Background: an optimization exercise with open tools, aiming at small area, a short achievable clock period and few clock cycles. Do not read the settings as production practice. Only simulation tests tie the RTL to the original design; equivalence was not proved.

// screlu_output_dot_product_core
module screlu_output_dot_product_core #(
    parameter int QA_LIMIT    = scrod_pkg::QA_LIMIT_DEF,
    parameter int QB_SCALE    = scrod_pkg::QB_SCALE_DEF,
    parameter int OUT_SCALE   = scrod_pkg::OUT_SCALE_DEF,
    parameter int NUM_BUCKETS = scrod_pkg::NUM_BUCKETS_DEF
) (
    input  logic                                clk,
    input  logic                                rst_n,
    input  logic                                push,
    output logic                                full,
    input  logic signed [scrod_pkg::ACT_W-1:0]  activation,
    input  logic signed [scrod_pkg::WGT_W-1:0]  weight,
    input  logic [scrod_pkg::BKT_W-1:0]         bucket,
    input  logic                                last,
    output logic                                empty,
    input  logic                                pop,
    output logic signed [scrod_pkg::EVAL_W-1:0] eval,
    input  logic                                cfg_we,
    input  logic [scrod_pkg::CFG_IDX_W-1:0]     cfg_index,
    input  logic [scrod_pkg::CFG_DAT_W-1:0]     cfg_data
);
Settings: LEC_CHECK=0, CAP_MARGIN=20, CORE_MARGIN=2, CORE_UTILIZATION=40, SETUP_SLACK_MARGIN=4.9, SLEW_MARGIN=20; clock period 8.5 ns.
run.sh (not shown) runs the stock make flow with config.mk's settings and CLKGATE_MAP_FILE= SYNTH_SCRIPT=/design/flow/synth_recipe.tcl, a recipe that flattens the netlist after the stock synthesis.
Testbench counts at the start, summed over its fixed seeds: cycles 37,123.
Then changed:
--- a/flow/config.mk
+++ b/flow/config.mk
@@ -11 +11 @@
-export SETUP_SLACK_MARGIN = 4.9
+export SETUP_SLACK_MARGIN = 4.3
Effect: Register-to-register slack is about the same; synthesized area does not change; critical path depth rises by 1; die area does not change; non-clock buffer count falls by 107.

---

## the reference run
screlu_output_dot_product_core, a different RTL version from the one above (not shown whole).
For scale: about 2800 cells after synthesis, about 570 flip-flops, roughly 100 I/O pins, ~0.033 mm² of cells after synthesis.
Settings: LEC_CHECK=0, CAP_MARGIN=20, CORE_MARGIN=2, CORE_UTILIZATION=40, SETUP_SLACK_MARGIN=4.4, SLEW_MARGIN=20; clock period 8.5 ns.
The reference run did not stop at any stage, and its layout met the timing, DRC and antenna checks.
Testbench counts of the reference run, summed over its fixed seeds: cycles 37,123.
Inputs modified between the reference run and the trial run:
# the reference run
export LEC_CHECK = 0
export CAP_MARGIN = 20
export CORE_MARGIN = 2
export CORE_UTILIZATION = 40
export SETUP_SLACK_MARGIN = 4.4
export SLEW_MARGIN = 20
create_clock -name core_clock -period 8.5 [get_ports {clk}]
# the trial run
export LEC_CHECK = 0
export ABC_AREA = 1
export CAP_MARGIN = 20
export CORE_MARGIN = 2
export CORE_UTILIZATION = 40
export SETUP_SLACK_MARGIN = 4.7
export SLEW_MARGIN = 20
create_clock -name core_clock -period 8.5 [get_ports {clk}]
### Flow results
- Of the trial run and the reference run, the trial run shows the lower share of final layout cell area taken by clock buffers and inverters, with the reference run above it.
- In the flow results for the trial run and the reference run, the total of clock buffers placed in the layout is smaller on the trial run.
- Changes observed in the trial run relative to the reference run: half-perimeter wire length after detailed placement up 11000 µm, weighted congestion at the end of routability-driven global placement increased 0.032.

---

Another version of the RTL of screlu_output_dot_product_core (not shown whole).
Size: roughly 3600 cells after synthesis, ~37000 um^2 of cells after synthesis.
Settings: LEC_CHECK=0, ABC_AREA=1, CAP_MARGIN=20, CORE_MARGIN=2, CORE_UTILIZATION=40, CTS_CLUSTER_DIAMETER=100, CTS_CLUSTER_SIZE=30, SETUP_SLACK_MARGIN=5.0, SLEW_MARGIN=20; clock period 8.5 ns.
Testbench counts at the start, summed over its fixed seeds: cycles 37,149.
Rerun with:
Settings changed: CTS_CLUSTER_DIAMETER 100 to default, CTS_CLUSTER_SIZE 30 to default.
Outcome: The changed run ran to the end with no violations; clock skew drops by 6.3 ps; cell count rises by about 1.7%; utilization increases by 1.7 points.

---

Another version of the RTL of screlu_output_dot_product_core (not shown whole).
Size: roughly 2,900 cells after synthesis, roughly 660 flip-flops, roughly 100 I/O pins.
==> flow/design.v (excerpt) <==
module screlu_output_dot_product_core #(
    parameter int QA_LIMIT    = scrod_pkg::QA_LIMIT_DEF,
    parameter int QB_SCALE    = scrod_pkg::QB_SCALE_DEF,
    parameter int OUT_SCALE   = scrod_pkg::OUT_SCALE_DEF,
    parameter int NUM_BUCKETS = scrod_pkg::NUM_BUCKETS_DEF
) (
    input  logic                                clk,
    input  logic                                rst_n,
    input  logic                                push,
    output logic                                full,
    input  logic signed [scrod_pkg::ACT_W-1:0]  activation,
    input  logic signed [scrod_pkg::WGT_W-1:0]  weight,
    input  logic [scrod_pkg::BKT_W-1:0]         bucket,
    input  logic                                last,
    output logic                                empty,
    input  logic                                pop,
    output logic signed [scrod_pkg::EVAL_W-1:0] eval,
    input  logic                                cfg_we,
    input  logic [scrod_pkg::CFG_IDX_W-1:0]     cfg_index,
    input  logic [scrod_pkg::CFG_DAT_W-1:0]     cfg_data
);
  ...
clock: 8.5 ns
lec_check: 0
abc_area: 0
cap_margin: 20
core_margin: 2
core_utilization: 40
cts_cluster_diameter: 90
cts_cluster_size: 25
setup_slack_margin: 5.0
slew_margin: 20
standard.sh (not shown) runs the stock make flow with config.mk's settings and CLKGATE_MAP_FILE= SYNTH_SCRIPT=/design/flow/synth_recipe.tcl, a recipe that flattens the netlist after the stock synthesis.
==> flow/flow/run.sh <==
#!/bin/bash
# Layout flow: the standard flow (standard synthesis, floorplan, placement, CTS,
# routing, finish) run whole through standard.sh, with two changes to how the layout
# is made: the port buffers are sky130_fd_sc_hd__buf_2 cells instead of the flow's
# default choice (every port still gets its buffer), and timing repair aims for a
# setup slack margin of SETUP_MARGIN ns. The clock period and constraints are the standard flow's.
set -euo pipefail
SETUP_MARGIN=5.3
export BUFFER_PORTS_ARGS="-buffer_cell sky130_fd_sc_hd__buf_2"
bash standard.sh SETUP_SLACK_MARGIN=$SETUP_MARGIN finish > standard_flow.log 2>&1
The baseline completed without violations.
Testbench counts at the start, summed over its fixed seeds: cycles 37,459.
Edit:
--- a/flow/flow/run.sh
+++ b/flow/flow/run.sh
@@ -6,5 +6,5 @@
 # setup slack margin of SETUP_MARGIN ns. The clock period and constraints are the standard flow's.
 set -euo pipefail
-SETUP_MARGIN=5.3
+SETUP_MARGIN=4.9
 export BUFFER_PORTS_ARGS="-buffer_cell sky130_fd_sc_hd__buf_2"
 bash standard.sh SETUP_SLACK_MARGIN=$SETUP_MARGIN finish > standard_flow.log 2>&1
What happened:
- The new run completed with no timing, DRC or antenna violations
- setup slack is better by 0.16 ns
- area after synthesis stays the same
- wire length fell by 4.6%
- final cell count fell by 1.9%
- global-route usage fell by 0.96 points
- clock skew fell by 0.0046 ns
- worst hold slack hardly moves
Edit:
--- a/flow/flow/run.sh
+++ b/flow/flow/run.sh
@@ -6,5 +6,5 @@
 # setup slack margin of SETUP_MARGIN ns. The clock period and constraints are the standard flow's.
 set -euo pipefail
-SETUP_MARGIN=4.9
+SETUP_MARGIN=5.2
 export BUFFER_PORTS_ARGS="-buffer_cell sky130_fd_sc_hd__buf_2"
 bash standard.sh SETUP_SLACK_MARGIN=$SETUP_MARGIN finish > standard_flow.log 2>&1
ABC_AREA = 1   (was 0)
=> The new run passed the timing, DRC and antenna checks; fmax rises by 14%; synthesized cell count came out higher by 28%; routed wire length is higher by 12%; setup slack is better by 0.44 ns.
Edit:
--- a/flow/flow/run.sh
+++ b/flow/flow/run.sh
@@ -6,5 +6,5 @@
 # setup slack margin of SETUP_MARGIN ns. The clock period and constraints are the standard flow's.
 set -euo pipefail
-SETUP_MARGIN=5.2
+SETUP_MARGIN=5.3
 export BUFFER_PORTS_ARGS="-buffer_cell sky130_fd_sc_hd__buf_2"
 bash standard.sh SETUP_SLACK_MARGIN=$SETUP_MARGIN finish > standard_flow.log 2>&1
CTS_CLUSTER_DIAMETER = 95   (was 90)
CTS_CLUSTER_SIZE = 27   (was 25)
- The changed run ran to the end with no violations
- cell count climbs by 0.36%
- count of clock-buffer cells in the layout went down by 5

-- afterwards: timing with drivers on the ports --
No port has a modelled driver above. Below, the same layouts with a new extraction and two added sets of constraints.
Step 1: set_driving_cell puts a clkbuf_16 on clk and a buf_2 on each other input, an assumption about the parent block.
Step 2 also shifts input and output timing later by t, the mid clock arrival at the registers, as if the neighbouring blocks saw the same clock.
a / b / c = ideal ports / drivers / drivers and shift; a / b = the first two.
run	shift t [ns]	setup WS [ns]	hold WS [ns]	worst register clock-pin slew, ns
the first run of note 1	0.662	4.324 / 4.324 / 4.324	0.327 / 0.327 / 0.327	0.06 / 0.06
the second run of note 1	0.672	4.336 / 4.336 / 4.336	0.326 / 0.326 / 0.326	0.06 / 0.06
the reference run	0.684	4.319 / 4.319 / 4.319	0.318 / 0.318 / 0.318	0.06 / 0.06
the trial run	0.700	4.842 / 4.842 / 4.246	0.325 / 0.325 / 0.325	0.07 / 0.07
the first run of note 3	0.718	5.103 / 5.036 / 4.455	0.338 / 0.338 / 0.338	0.12 / 0.12
the second run of note 3	0.711	5.108 / 5.041 / 4.440	0.326 / 0.326 / 0.326	0.06 / 0.06
the first run of note 4	0.663	4.661 / 4.661 / 4.661	0.332 / 0.332 / 0.332	0.10 / 0.10
the second run of note 4	0.657	4.821 / 4.821 / 4.821	0.333 / 0.333 / 0.333	0.10 / 0.10
the third run of note 4	0.665	5.265 / 5.305 / 4.640	0.306 / 0.306 / 0.306	0.10 / 0.10
the fourth run of note 4	0.653	5.394 / 5.394 / 4.950	0.323 / 0.323 / 0.323	0.10 / 0.10
After both steps setup and hold are still met in every run listed. For the second run of note 3, which loses most, drivers alone change the setup slack by -0.067 ns; drivers and shift together by -0.668 ns.
